Background: an optimization exercise with open tools, aiming at small area. Do not read the settings as production practice. The RTL was checked by simulation tests, not by an equivalence proof against the original design.

==> inputs of tundra <==
## wb_regfile_sb
module wb_regfile_sb #(
   parameter int XLEN   = 32,
   parameter int PEND_W = 2
) (
   input  logic            clk,
   input  logic            rst,
   input  logic [4:0]      rs1_addr,
   input  logic [4:0]      rs2_addr,
   output logic [XLEN-1:0] rs1_data,
   output logic [XLEN-1:0] rs2_data,
   output logic            rs1_busy,
   output logic            rs2_busy,
   input  logic            wb_we,
   input  logic [4:0]      wb_rd,
   input  logic [XLEN-1:0] wb_data,
   input  logic            iss_valid,
   input  logic            iss_we,
   input  logic [4:0]      iss_rd,
   output logic            iss_ready,
   input  logic            flush
);
==> module wb_regfile_sb_rport, before the edit <==
module wb_regfile_sb_rport #(
   parameter int XLEN   = 32,
   parameter bit BYPASS = 1'b1
) (
   input  logic [4:0]      addr,
   input  logic [4:0]      wb_rd,
   input  logic            wb_we,
   input  logic [XLEN-1:0] wb_data,
   input  logic [32*XLEN-1:0] regs,   
   input  logic [31:1]     valid,
   input  logic [31:1]     cnt1,
   input  logic [31:1]     cnt0,
   output logic [XLEN-1:0] data,
   output logic            busy
);
   logic [4:0]  a_n, x;
   logic [3:0]  rlo_n, rlom;
   logic [7:0]  rhi_n, rhi;
   logic [31:1] rdec, sel;
   logic        e3, byp_n, byp, az, m1, m0;
   generate
      for (genvar b = 0; b < 5; b++) begin : g_x
         wb_regfile_sb_inv   u_i (.a(addr[b]), .y(a_n[b]));
         wb_regfile_sb_xnor2 u_x (.a(addr[b]), .b(wb_rd[b]), .y(x[b]));
      end
   endgenerate
   if (BYPASS) begin : g_byp
      wb_regfile_sb_and3  u_e3 (.a(x[0]), .b(x[1]), .c(x[2]), .y(e3));
      wb_regfile_sb_nand4 u_bn (.a(e3), .b(x[3]), .c(x[4]), .d(wb_we), .y(byp_n));
      wb_regfile_sb_nor2  u_az (.a(rlo_n[0]), .b(rhi_n[0]), .y(az));
      wb_regfile_sb_nor2  u_b  (.a(byp_n), .b(az), .y(byp));
   end else begin : g_nobyp
      assign e3    = 1'b0;
      assign byp_n = 1'b1;
      assign az    = 1'b0;
      assign byp   = 1'b0;
   end
   generate
      for (genvar j = 0; j < 4; j++) begin : g_lo
         wb_regfile_sb_nand2 u_n (.a(j[1] ? addr[1] : a_n[1]),
            .b(j[0] ? addr[0] : a_n[0]), .y(rlo_n[j]));
         wb_regfile_sb_and3 u_m (.a(byp_n), .b(j[1] ? addr[1] : a_n[1]),
            .c(j[0] ? addr[0] : a_n[0]), .y(rlom[j]));
      end
      for (genvar k = 0; k < 8; k++) begin : g_hi
         wb_regfile_sb_nand3 u_n (.a(k[2] ? addr[4] : a_n[4]),
            .b(k[1] ? addr[3] : a_n[3]), .c(k[0] ? addr[2] : a_n[2]),
            .y(rhi_n[k]));
         wb_regfile_sb_inv u_i (.a(rhi_n[k]), .y(rhi[k]));
      end
      for (genvar i = 1; i < 32; i++) begin : g_dec
         wb_regfile_sb_nor2 u_d (.a(rlo_n[i%4]), .b(rhi_n[i/4]), .y(rdec[i]));
         wb_regfile_sb_and3 u_s (.a(rlom[i%4]), .b(rhi[i/4]), .c(valid[i]),
            .y(sel[i]));
      end
   endgenerate
   generate
      for (genvar b = 0; b < XLEN; b++) begin : g_bit
         logic [9:0] g;
         logic       p0, p1, p2, o;
         for (genvar k = 0; k < 10; k++) begin : g_grp
            wb_regfile_sb_aoi222 u_g (
               .a0(regs[(3*k+1)*XLEN+b]), .b0(sel[3*k+1]),
               .a1(regs[(3*k+2)*XLEN+b]), .b1(sel[3*k+2]),
               .a2(regs[(3*k+3)*XLEN+b]), .b2(sel[3*k+3]), .y(g[k]));
         end
         wb_regfile_sb_nand4 u_p0 (.a(g[0]), .b(g[1]), .c(g[2]), .d(g[3]), .y(p0));
         wb_regfile_sb_nand4 u_p1 (.a(g[4]), .b(g[5]), .c(g[6]), .d(g[7]), .y(p1));
         wb_regfile_sb_nand2 u_p2 (.a(g[8]), .b(g[9]), .y(p2));
         wb_regfile_sb_or3   u_o  (.a(p0), .b(p1), .c(p2), .y(o));
         wb_regfile_sb_a221o u_y  (.a(regs[31*XLEN+b]), .b(sel[31]),
            .c(wb_data[b]), .d(byp), .e(o), .y(data[b]));
      end
   endgenerate
   wb_regfile_sb_or31 u_m1 (.s(rdec), .d(cnt1), .y(m1));
   wb_regfile_sb_or31 u_m0 (.s(rdec), .d(cnt0), .y(m0));
   wb_regfile_sb_a21o u_bz (.a(m0), .b(byp_n), .c(m1), .y(busy));
endmodule
export LEC_CHECK = 0
export CAP_MARGIN = 20
export CORE_MARGIN = 2
export CORE_UTILIZATION = 45
export SLEW_MARGIN = 20
export SYNTH_HIERARCHICAL = 1
export SYNTH_MINIMUM_KEEP_SIZE = 0
create_clock -name core_clock -period 8.0 [get_ports {clk}]
standard.sh (not shown) runs the stock make flow with config.mk's settings and CLKGATE_MAP_FILE= SYNTH_SCRIPT=/design/flow/synth_recipe.tcl, a recipe that flattens the netlist after the stock synthesis.
==> flow/flow/run.sh <==
#!/bin/bash
# Layout flow: the standard ORFS layout (standard.sh: the unchanged
# standard synthesis, floorplan, power grid, tap cells, placement, routing),
# with two layout options changed through the ORFS variables it reads:
#  * BUFFER_PORTS_ARGS: port buffers use the small sky130_fd_sc_hd__buf_1
#    cell (every input and output port still gets its own buffer);
#  * CTS_ARGS: the clock tree uses sky130_fd_sc_hd__clkbuf_8 buffers, each
#    leaf driving up to 16 flip-flops, and inserts no dummy loads.
# Each tool's full output is in the ORFS log folder (orfs/logs/...); the
# output of the whole run is also written to run.log here.
set -euo pipefail
export BUFFER_PORTS_ARGS="-buffer_cell sky130_fd_sc_hd__buf_1"
export CTS_ARGS="-sink_clustering_enable -repair_clock_nets -dont_use_dummy_load -sink_clustering_size 16 -sink_clustering_max_diameter 100 -buf_list sky130_fd_sc_hd__clkbuf_8"
bash standard.sh finish > run.log 2>&1
==> inputs of indigo, as changes to tundra <==
--- a/flow/design.v
+++ b/flow/design.v
@@ -196,24 +196,24 @@
             .y(sel[i]));
       end
    endgenerate
    generate
       for (genvar b = 0; b < XLEN; b++) begin : g_bit
-         logic [9:0] g;
-         logic       p0, p1, p2, o;
+         logic [10:0] g;
+         logic        p0, p1, p2;
          for (genvar k = 0; k < 10; k++) begin : g_grp
             wb_regfile_sb_aoi222 u_g (
                .a0(regs[(3*k+1)*XLEN+b]), .b0(sel[3*k+1]),
                .a1(regs[(3*k+2)*XLEN+b]), .b1(sel[3*k+2]),
                .a2(regs[(3*k+3)*XLEN+b]), .b2(sel[3*k+3]), .y(g[k]));
          end
+         wb_regfile_sb_nand2 u_g10 (.a(regs[31*XLEN+b]), .b(sel[31]), .y(g[10]));
          wb_regfile_sb_nand4 u_p0 (.a(g[0]), .b(g[1]), .c(g[2]), .d(g[3]), .y(p0));
          wb_regfile_sb_nand4 u_p1 (.a(g[4]), .b(g[5]), .c(g[6]), .d(g[7]), .y(p1));
-         wb_regfile_sb_nand2 u_p2 (.a(g[8]), .b(g[9]), .y(p2));
-         wb_regfile_sb_or3   u_o  (.a(p0), .b(p1), .c(p2), .y(o));
-         wb_regfile_sb_a221o u_y  (.a(regs[31*XLEN+b]), .b(sel[31]),
-            .c(wb_data[b]), .d(byp), .e(o), .y(data[b]));
+         wb_regfile_sb_nand3 u_p2 (.a(g[8]), .b(g[9]), .c(g[10]), .y(p2));
+         wb_regfile_sb_a2111o u_y (.a(wb_data[b]), .b(byp),
+            .c(p0), .d(p1), .e(p2), .y(data[b]));
       end
    endgenerate
    wb_regfile_sb_or31 u_m1 (.s(rdec), .d(cnt1), .y(m1));
    wb_regfile_sb_or31 u_m0 (.s(rdec), .d(cnt0), .y(m0));
    wb_regfile_sb_a21o u_bz (.a(m0), .b(byp_n), .c(m1), .y(busy));
==> flow/flow/run.sh (replaced) <==
#!/bin/bash
# Layout flow: the standard ORFS layout (standard.sh: the unchanged
# standard synthesis, floorplan, power grid, tap cells, placement, routing),
# with two layout options changed through the ORFS variables it reads:
#  * BUFFER_PORTS_ARGS: port buffers use the small sky130_fd_sc_hd__buf_1
#    cell (every input and output port still gets its own buffer);
#  * CTS_ARGS: the clock tree uses sky130_fd_sc_hd__clkbuf_8 buffers, each
#    leaf driving up to 16 flip-flops, and inserts no dummy loads;
#  * RECOVER_POWER: after global routing, ORFS's power recovery downsizes
#    cells on paths that have slack to spare.
# Each tool's full output is in the ORFS log folder (orfs/logs/...); the
# output of the whole run is also written to run.log here.
set -euo pipefail
export BUFFER_PORTS_ARGS="-buffer_cell sky130_fd_sc_hd__buf_1"
export CTS_ARGS="-sink_clustering_enable -repair_clock_nets -dont_use_dummy_load -sink_clustering_size 16 -sink_clustering_max_diameter 100 -buf_list sky130_fd_sc_hd__clkbuf_8"
export RECOVER_POWER=100
bash standard.sh finish > run.log 2>&1
==> inputs of zinc, as changes to tundra <==
--- a/flow/design.v
+++ b/flow/design.v
@@ -48,45 +48,49 @@
    endgenerate
    wb_regfile_sb_and3 u_wz3 (.a(wr_n[0]), .b(wr_n[1]), .c(wr_n[2]), .y(wz3));
    wb_regfile_sb_nand3 u_wnz (.a(wz3), .b(wr_n[3]), .c(wr_n[4]), .y(wnz));
    wb_regfile_sb_and2 u_dec (.a(wb_we), .b(wnz), .y(dec));
    logic [4:0]  ir_n;
-   logic [3:0]  ilo_n;
+   logic [3:0]  ilo_n, iul_n;
    logic [7:0]  ihi_n;
-   logic [31:1] idec;
+   logic [31:1] idec, iu;
    logic        ie;
    wb_regfile_sb_and2 u_ie (.a(iss_valid), .b(iss_we), .y(ie));
    generate
       for (genvar b = 0; b < 5; b++) begin : g_ir_n
          wb_regfile_sb_inv u_i (.a(iss_rd[b]), .y(ir_n[b]));
       end
       for (genvar j = 0; j < 4; j++) begin : g_ilo
          wb_regfile_sb_nand2 u_n (
             .a(j[1] ? iss_rd[1] : ir_n[1]), .b(j[0] ? iss_rd[0] : ir_n[0]),
             .y(ilo_n[j]));
+         wb_regfile_sb_nand3 u_u (.a(ie),
+            .b(j[1] ? iss_rd[1] : ir_n[1]), .c(j[0] ? iss_rd[0] : ir_n[0]),
+            .y(iul_n[j]));
       end
       for (genvar k = 0; k < 8; k++) begin : g_ihi
          wb_regfile_sb_nand3 u_n (.a(k[2] ? iss_rd[4] : ir_n[4]),
             .b(k[1] ? iss_rd[3] : ir_n[3]), .c(k[0] ? iss_rd[2] : ir_n[2]),
             .y(ihi_n[k]));
       end
       for (genvar i = 1; i < 32; i++) begin : g_idec
          wb_regfile_sb_nor2 u_d (.a(ilo_n[i%4]), .b(ihi_n[i/4]), .y(idec[i]));
+         wb_regfile_sb_nor2 u_u (.a(iul_n[i%4]), .b(ihi_n[i/4]), .y(iu[i]));
       end
    endgenerate
    logic [32*XLEN-1:0] rflat;
    assign rflat[XLEN-1:0] = '0;
    generate
       for (genvar i = 1; i < 32; i++) begin : g_rflat
          assign rflat[i*XLEN +: XLEN] = regs[i];
       end
    endgenerate
    wb_regfile_sb_rport #(.XLEN(XLEN), .BYPASS(BYPASS)) u_rp1 (
-      .addr(rs1_addr), .wb_rd, .wb_we, .wb_data, .regs(rflat), .valid, .cnt1, .cnt0,
+      .addr(rs1_addr), .wb_rd, .dec, .wb_data, .regs(rflat), .valid, .cnt1, .cnt0,
       .data(rs1_data), .busy(rs1_busy));
    wb_regfile_sb_rport #(.XLEN(XLEN), .BYPASS(BYPASS)) u_rp2 (
-      .addr(rs2_addr), .wb_rd, .wb_we, .wb_data, .regs(rflat), .valid, .cnt1, .cnt0,
+      .addr(rs2_addr), .wb_rd, .dec, .wb_data, .regs(rflat), .valid, .cnt1, .cnt0,
       .data(rs2_data), .busy(rs2_busy));
    logic ci1, ci0, cd1, cd0;
    wb_regfile_sb_or31 u_ci1 (.s(idec), .d(cnt1), .y(ci1));
    wb_regfile_sb_or31 u_ci0 (.s(idec), .d(cnt0), .y(ci0));
    wb_regfile_sb_or31 u_cd1 (.s(dh),   .d(cnt1), .y(cd1));
@@ -100,26 +104,27 @@
       end
    endgenerate
    wb_regfile_sb_and3  u_sa  (.a(xs[0]), .b(xs[1]), .c(xs[2]), .y(sa));
    wb_regfile_sb_nand4 u_sin (.a(sa), .b(xs[3]), .c(xs[4]), .d(dec), .y(same_i_n));
    wb_regfile_sb_and4  u_sd  (.a(sa), .b(xs[3]), .c(xs[4]), .d(ie), .y(same_d));
-   logic ni1, ni0, same_i;
-   wb_regfile_sb_inv u_sii (.a(same_i_n), .y(same_i));
-   wb_regfile_sb_nexti u_ni (.c1(ci1), .c0(ci0), .ie, .dec(same_i),
-      .n1(ni1), .n0(ni0));
+   logic ni1, ni0, ci0_n, ki;
+   wb_regfile_sb_a21o u_ni1 (.a(ci0), .b(same_i_n), .c(ci1), .y(ni1));
+   wb_regfile_sb_inv  u_ci0n (.a(ci0), .y(ci0_n));
+   wb_regfile_sb_nor2 u_ki  (.a(ci0_n), .b(ci1), .y(ki));
+   wb_regfile_sb_xor2 u_ni0 (.a(same_i_n), .b(ki), .y(ni0));
    logic nd1, nd0, xd_n, sd_n;
    wb_regfile_sb_o21a  u_nd1 (.a(same_d), .b(cd0), .c(cd1), .y(nd1));
    wb_regfile_sb_xnor2 u_xd  (.a(cd0), .b(cd1), .y(xd_n));
    wb_regfile_sb_xnor2 u_sdx (.a(same_d), .b(cd1), .y(sd_n));
    wb_regfile_sb_nor2  u_nd0 (.a(xd_n), .b(sd_n), .y(nd0));
    generate
       for (genvar i = 1; i < 32; i++) begin : g_cnt
          logic h, y1, y0;
-         wb_regfile_sb_nor2 u_h (.a(idec[i]), .b(dh[i]), .y(h));
-         wb_regfile_sb_aoi222 u_a1 (.a0(idec[i]), .b0(ni1), .a1(dh[i]), .b1(nd1),
+         wb_regfile_sb_nor2 u_h (.a(iu[i]), .b(dh[i]), .y(h));
+         wb_regfile_sb_aoi222 u_a1 (.a0(iu[i]), .b0(ni1), .a1(dh[i]), .b1(nd1),
             .a2(h), .b2(cnt1[i]), .y(y1));
-         wb_regfile_sb_aoi222 u_a0 (.a0(idec[i]), .b0(ni0), .a1(dh[i]), .b1(nd0),
+         wb_regfile_sb_aoi222 u_a0 (.a0(iu[i]), .b0(ni0), .a1(dh[i]), .b1(nd0),
             .a2(h), .b2(cnt0[i]), .y(y0));
          wb_regfile_sb_nor2 u_n1 (.a(y1), .b(flush), .y(cnt1_next[i]));
          wb_regfile_sb_nor2 u_n0 (.a(y0), .b(flush), .y(cnt0_next[i]));
          wb_regfile_sb_or2 u_v (.a(valid[i]), .b(dh[i]), .y(valid_next[i]));
       end
@@ -144,11 +149,11 @@
    parameter int XLEN   = 32,
    parameter bit BYPASS = 1'b1
 ) (
    input  logic [4:0]      addr,
    input  logic [4:0]      wb_rd,
-   input  logic            wb_we,
+   input  logic            dec,
    input  logic [XLEN-1:0] wb_data,
    input  logic [32*XLEN-1:0] regs,   
    input  logic [31:1]     valid,
    input  logic [31:1]     cnt1,
    input  logic [31:1]     cnt0,
@@ -157,26 +162,24 @@
 );
    logic [4:0]  a_n, x;
    logic [3:0]  rlo_n, rlom;
    logic [7:0]  rhi_n, rhi;
    logic [31:1] rdec, sel;
-   logic        e3, byp_n, byp, az, m1, m0;
+   logic        e3, byp_n, byp, m1, m0;
    generate
       for (genvar b = 0; b < 5; b++) begin : g_x
          wb_regfile_sb_inv   u_i (.a(addr[b]), .y(a_n[b]));
          wb_regfile_sb_xnor2 u_x (.a(addr[b]), .b(wb_rd[b]), .y(x[b]));
       end
    endgenerate
    if (BYPASS) begin : g_byp
       wb_regfile_sb_and3  u_e3 (.a(x[0]), .b(x[1]), .c(x[2]), .y(e3));
-      wb_regfile_sb_nand4 u_bn (.a(e3), .b(x[3]), .c(x[4]), .d(wb_we), .y(byp_n));
-      wb_regfile_sb_nor2  u_az (.a(rlo_n[0]), .b(rhi_n[0]), .y(az));
-      wb_regfile_sb_nor2  u_b  (.a(byp_n), .b(az), .y(byp));
+      wb_regfile_sb_nand4 u_bn (.a(e3), .b(x[3]), .c(x[4]), .d(dec), .y(byp_n));
+      wb_regfile_sb_inv   u_b  (.a(byp_n), .y(byp));
    end else begin : g_nobyp
       assign e3    = 1'b0;
       assign byp_n = 1'b1;
-      assign az    = 1'b0;
       assign byp   = 1'b0;
    end
    generate
       for (genvar j = 0; j < 4; j++) begin : g_lo
          wb_regfile_sb_nand2 u_n (.a(j[1] ? addr[1] : a_n[1]),
@@ -235,27 +238,10 @@
    wb_regfile_sb_nand4  u_p0 (.a(g[0]), .b(g[1]), .c(g[2]), .d(g[3]), .y(p0));
    wb_regfile_sb_nand4  u_p1 (.a(g[4]), .b(g[5]), .c(g[6]), .d(g[7]), .y(p1));
    wb_regfile_sb_nand2  u_p2 (.a(g[8]), .b(g[9]), .y(p2));
    wb_regfile_sb_a2111o u_y  (.a(d[31]), .b(s[31]), .c(p0), .d(p1), .e(p2), .y(y));
 endmodule
-module wb_regfile_sb_nexti (
-   input  logic c1, c0, ie, dec,
-   output logic n1, n0
-);
-   logic inc;
-   assign inc = ie & ~(c1 & c0);
-   always_comb begin
-      {n1, n0} = {c1, c0};
-      if (inc && !dec) begin
-         n1 = c1 | c0;
-         n0 = ~c0;
-      end else if (dec && !inc && (c1 || c0)) begin
-         n1 = c1 & c0;
-         n0 = ~c0;
-      end
-   end
-endmodule
 module wb_regfile_sb_inv (input logic a, output logic y);
    assign y = ~a;
 endmodule
 module wb_regfile_sb_nand2 (input logic a, b, output logic y);
    assign y = ~(a & b);
@@ -282,10 +268,13 @@
    assign y = a | b;
 endmodule
 module wb_regfile_sb_or3 (input logic a, b, c, output logic y);
    assign y = a | b | c;
 endmodule
+module wb_regfile_sb_xor2 (input logic a, b, output logic y);
+   assign y = a ^ b;
+endmodule
 module wb_regfile_sb_xnor2 (input logic a, b, output logic y);
    assign y = ~(a ^ b);
 endmodule
 module wb_regfile_sb_a21o (input logic a, b, c, output logic y);
    assign y = (a & b) | c;
==> flow/run.sh (new file) <==
#!/bin/bash
# synth_recipe.tcl (not shown) runs the flow's synth.tcl, then flattens the netlist and writes it again
# the make line also repeats each setting of config.mk as NAME=value (left out here)
make -C /OpenROAD-flow-scripts/flow DESIGN_CONFIG=/design/flow/config.mk WORK_HOME=/design/flow/orfs CLKGATE_MAP_FILE= SYNTH_SCRIPT=/design/flow/synth_recipe.tcl finish
removed: flow/flow/run.sh
removed: flow/standard.sh
==> notes <==
tundra ran to the end with no violations. indigo ran to the end with violations: max-capacitance violations, max-slew violations. zinc finished with timing, DRC and antenna clean. Sequential share of layout area, lowest first: zinc, tundra, indigo. In register-to-register slack, tundra and indigo hardly differ. Between zinc and indigo, the lower first-iteration DRC count is in indigo (gap about 1.8%, measured against indigo). The highest global-route usage belongs to zinc, the lowest to indigo.

re-timing with driven ports:
The results above use ideal ports. As a check the final layouts listed here were re-extracted and re-timed, cells and wires unchanged. Step 1, drivers: a clkbuf_16 drives clk and a buf_2 each remaining input, both assumed. Step 2 adds t to the input delays and takes it off the output delays; t is the mean of the earliest and latest rising clock arrival at the registers after step 1. Input paths then give back, and output paths get back, about the clock's delay inside the block. a / b / c = no drivers / after step 1 / after step 2; a / b = the first two.
run | shift t [ns] | setup slack, ns | clock arrival spread, ns | worst register clock-pin slew, ns | worst slew at a driven data input, ns
tundra | 0.806 | 0.606 / 0.570 / 0.570 | 0.062 / 0.062 | 0.12 / 0.12 | 0.05
indigo | 0.772 | 0.750 / 0.721 / 0.110 | 0.065 / 0.064 | 0.11 / 0.11 | 0.06
zinc | 0.765 | 0.182 / 0.155 / 0.155 | 0.024 / 0.024 | 0.07 / 0.07 | 0.05
For indigo, which loses most, drivers alone change the setup slack by -0.029 ns; drivers and shift together by -0.640 ns.
